Source: an optimization exercise on an open RTL-to-GDS flow (aim: small area, a short achievable clock period and few clock cycles per item). Production flows keep margins and buffers that such runs may drop.
The RTL was checked by simulation tests, not by an equivalence proof against the original design.
Power and IR drop assume default switching activity.

## before
## window_conv_engine
module window_conv_engine #(
   parameter int PIXEL_WIDTH = 8,
   parameter int WINDOW      = 3,
   parameter int COEF_WIDTH  = 8,
   parameter int SHIFT       = 0,
   parameter int OUT_WIDTH   = 8,
   localparam int NTAPS      = WINDOW * WINDOW,
   localparam int AW         = (NTAPS > 1) ? $clog2(NTAPS) : 1
) (
   input  logic                                           clk,
   input  logic                                           rst_n,
   input  logic                                           win_valid,
   input  logic [WINDOW-1:0][WINDOW-1:0][PIXEL_WIDTH-1:0] window,
   output logic                                           win_ready,
   input  logic                                           coef_we,
   input  logic [AW-1:0]                                  coef_addr,
   input  logic [COEF_WIDTH-1:0]                          coef_data,
   output logic                                           out_valid,
   output logic [OUT_WIDTH-1:0]                           out_pixel,
   input  logic                                           out_ready
);
Settings: LEC_CHECK=0, ABC_AREA=0, ABC_CLOCK_PERIOD_IN_PS=2500, CAP_MARGIN=20, CORE_MARGIN=2, CORE_UTILIZATION=40, SETUP_SLACK_MARGIN=3.0, SLEW_MARGIN=20, SYNTH_HIERARCHICAL=1, SYNTH_MINIMUM_KEEP_SIZE=0; clock period 5.5 ns.
standard.sh (not shown) runs the stock make flow with config.mk's settings and CLKGATE_MAP_FILE= SYNTH_SCRIPT=/design/flow/synth_recipe.tcl, a recipe that flattens the netlist after the stock synthesis.
==> flow/flow/run.sh <==
#!/bin/bash
# Layout flow: the standard synthesis and layout (standard.sh), unchanged except that the
# port buffers that global placement inserts on every input and output are buf_4 cells
# instead of the delay-type buffer ORFS picks by default.
set -euo pipefail
bash standard.sh synth > synth.log 2>&1
BUFFER_PORTS_ARGS="-buffer_cell sky130_fd_sc_hd__buf_4" bash standard.sh finish > layout.log 2>&1
before: no failed stages, no open violations at the end
Testbench counts of before, summed over its fixed seeds: cycles 8,328, items 8,000.
Relative to before, the following input files were edited for after:
==> flow/run.sh (new file) <==
#!/bin/bash
# synth_recipe.tcl (not shown) runs the flow's synth.tcl, then flattens the netlist and writes it again
# the make line also repeats each setting of config.mk as NAME=value (left out here)
make -C /OpenROAD-flow-scripts/flow DESIGN_CONFIG=/design/flow/config.mk WORK_HOME=/design/flow/orfs CLKGATE_MAP_FILE= SYNTH_SCRIPT=/design/flow/synth_recipe.tcl finish
removed: flow/flow/run.sh
removed: flow/standard.sh
Results
- Non-clock buffer count, before and after, higher one = before.
- Diff before and after: via count lower in after
- Area occupied by registers: after vs before — no meaningful difference
- Diff before..after | unique cell type count in the Yosys netlist | unchanged
- Compared to before, after has number of CTS-inserted buffers 1 lower.
- after leaves less setup margin than before.
- Looking at number of antenna violations at the first check in global routing, after sits below before.
- As of after, met1 wire length had fallen slightly compared to before.
- Reported for before and after, sequential cell count turned out identical to the last digit.
- The fmax in after was lower than what before gave.
- after ended up with a higher data-path buffer share of cell area in the final layout than before did.

========
Another version of the RTL of window_conv_engine (not shown whole).
Size: about 2100 cells after synthesis, roughly 430 flip-flops, about 0.026 mm^2 of cells after synthesis.
Settings: LEC_CHECK=0, ABC_AREA=0, ABC_CLOCK_PERIOD_IN_PS=2500, CAP_MARGIN=20, CORE_MARGIN=2, CORE_UTILIZATION=65, SETUP_SLACK_MARGIN=3.2, SLEW_MARGIN=20, SYNTH_HIERARCHICAL=1, SYNTH_MINIMUM_KEEP_SIZE=0; clock period 5.5 ns.
==> flow/flow/run.sh <==
#!/bin/bash
# Layout flow: the standard synthesis and layout (standard.sh), unchanged except that the
# port buffers that global placement inserts on every input and output are buf_4 cells
# instead of the delay-type buffer ORFS picks by default.
set -euo pipefail
bash standard.sh synth > synth.log 2>&1
BUFFER_PORTS_ARGS="-buffer_cell sky130_fd_sc_hd__buf_4" bash standard.sh finish > layout.log 2>&1
Testbench counts at the start, summed over its fixed seeds: cycles 8,328, items 8,000.
==> next run, changes <==
Settings changed: CORE_UTILIZATION 65 to 55.
Effect: The changed run produced a clean layout. Core utilization went down by 13 points. Total power went down by 0.77%. Die area went up by 18%.
==> next run, changes <==
Settings changed: CTS_CLUSTER_SIZE set to 50.
Result: Sequential power stays flat. Non-clock buffer count stays the same. Power stays the same. Area after synthesis does not change. Clock skew does not change. Cell count stays the same. Via count does not change. Combinational power is about the same. Die area stays the same. First-iteration DRC count stays the same.
==> next run, changes <==
Settings changed: CTS_CLUSTER_SIZE 50 to not set, SETUP_SLACK_MARGIN 3.2 to 3.35.
The new run finished with timing, DRC and antenna clean.
Total power decreases by 0.33%.
Synthesized cell count stays the same.
Final area went up by 7.6%.
Non-clock buffer count goes up by 44.
Clock skew fell by 0.015 ns.
Cell count goes up by 1.9%.
Synthesized area stays the same.
Sequential power stays flat.
Worst setup slack gets worse by 0.034 ns.
Clock-buffer cell count went up by 1.

========
== run A ==
window_conv_engine again, from the RTL that the note above started with.
Settings: LEC_CHECK=0, ABC_AREA=0, ABC_CLOCK_PERIOD_IN_PS=2500, CAP_MARGIN=20, CORE_MARGIN=2, CORE_UTILIZATION=55, SETUP_SLACK_MARGIN=3.2, SLEW_MARGIN=20, SYNTH_HIERARCHICAL=1, SYNTH_MINIMUM_KEEP_SIZE=0, TNS_END_PERCENT=40; clock period 5.5 ns.
Scripts as last shown in full above: flow/flow/run.sh
Testbench counts of run A, summed over its fixed seeds: cycles 8,328, items 8,000.
Input changes introduced in run B (baseline for comparison: run A):
- putting CTS_BUF_LIST at sky130_fd_sc_hd__clkbuf_4 sky130_fd_sc_hd__clkbuf_8 where nothing was set
- clearing TNS_END_PERCENT, which used to be 40
- putting CTS_CLUSTER_SIZE at 40 where nothing was set
--- outcome ---
- Sequential share of layout area: run B vs run A down 0.24 points
- A highest metal layer with signal wires of met4 is what run A shows, while met5 belongs to run B.
- [compare] base=run A new=run B: total routing usage reported by global routing increased 0.19 points; worst setup slack decreased 0.0058 ns.
### run B -> run C
- setting TNS_END_PERCENT to 10 for the first time
- removing CTS_BUF_LIST (formerly sky130_fd_sc_hd__clkbuf_4 sky130_fd_sc_hd__clkbuf_8)
- removing CTS_CLUSTER_SIZE (formerly 40)
Notes after the runs:
Run C vs run B, instance count: run C lower
Switching power summed over all nets grows slightly when moving from run B to run C.
Delay of the slowest critical-path stage: run C vs run B up 0.35 ns
Going from run B to run C, global-route usage shrinks by 0.31 points.
Diff run B -> run C: worst vdd rail ir drop rose about 40%; growth of design area from synthesis to finish saw a decrease.

==> what the ideal ports hide <==
In the flow no input, the clock included, has a driving cell. The finished layouts below were timed again as built, in two steps. Step 1, drivers: a clkbuf_16 drives clk and a buf_2 each remaining input, both assumed. Step 2, shift: input delay + t, output delay - t, t = (earliest + latest rising clock arrival at the registers) / 2. This alone moves slack from input paths to output paths. Three values: ideal ports, drivers, drivers and shift; two values: the first two.
run	t, ns	setup WS [ns]	hold slack, ns	worst setup path after step 2	clock arrival spread, ns
before	0.659	3.013 / 3.013 / 2.548	0.325 / 0.325 / 0.325	input to register	0.029 / 0.029
after	0.663	2.984 / 2.989 / 2.359	0.326 / 0.326 / 0.326	input to register	0.033 / 0.033
the first run of note 2	0.655	3.138 / 3.138 / 2.533	0.328 / 0.328 / 0.328	input to register	0.032 / 0.032
the second run of note 2	0.659	3.209 / 3.195 / 2.578	0.327 / 0.327 / 0.327	input to register	0.038 / 0.038
the third run of note 2	0.659	3.209 / 3.195 / 2.578	0.327 / 0.327 / 0.327	input to register	0.038 / 0.038
the fourth run of note 2	0.665	3.175 / 3.175 / 2.588	0.326 / 0.316 / 0.326	input to register	0.023 / 0.022
run A	0.651	3.173 / 3.173 / 2.564	0.325 / 0.325 / 0.325	input to register	0.025 / 0.025
run B	0.714	3.167 / 3.149 / 2.556	0.321 / 0.289 / 0.326	input to register	0.040 / 0.039
run C	0.657	3.166 / 3.166 / 2.546	0.326 / 0.326 / 0.326	input to register	0.020 / 0.021
After both steps setup and hold are still met in every run listed.
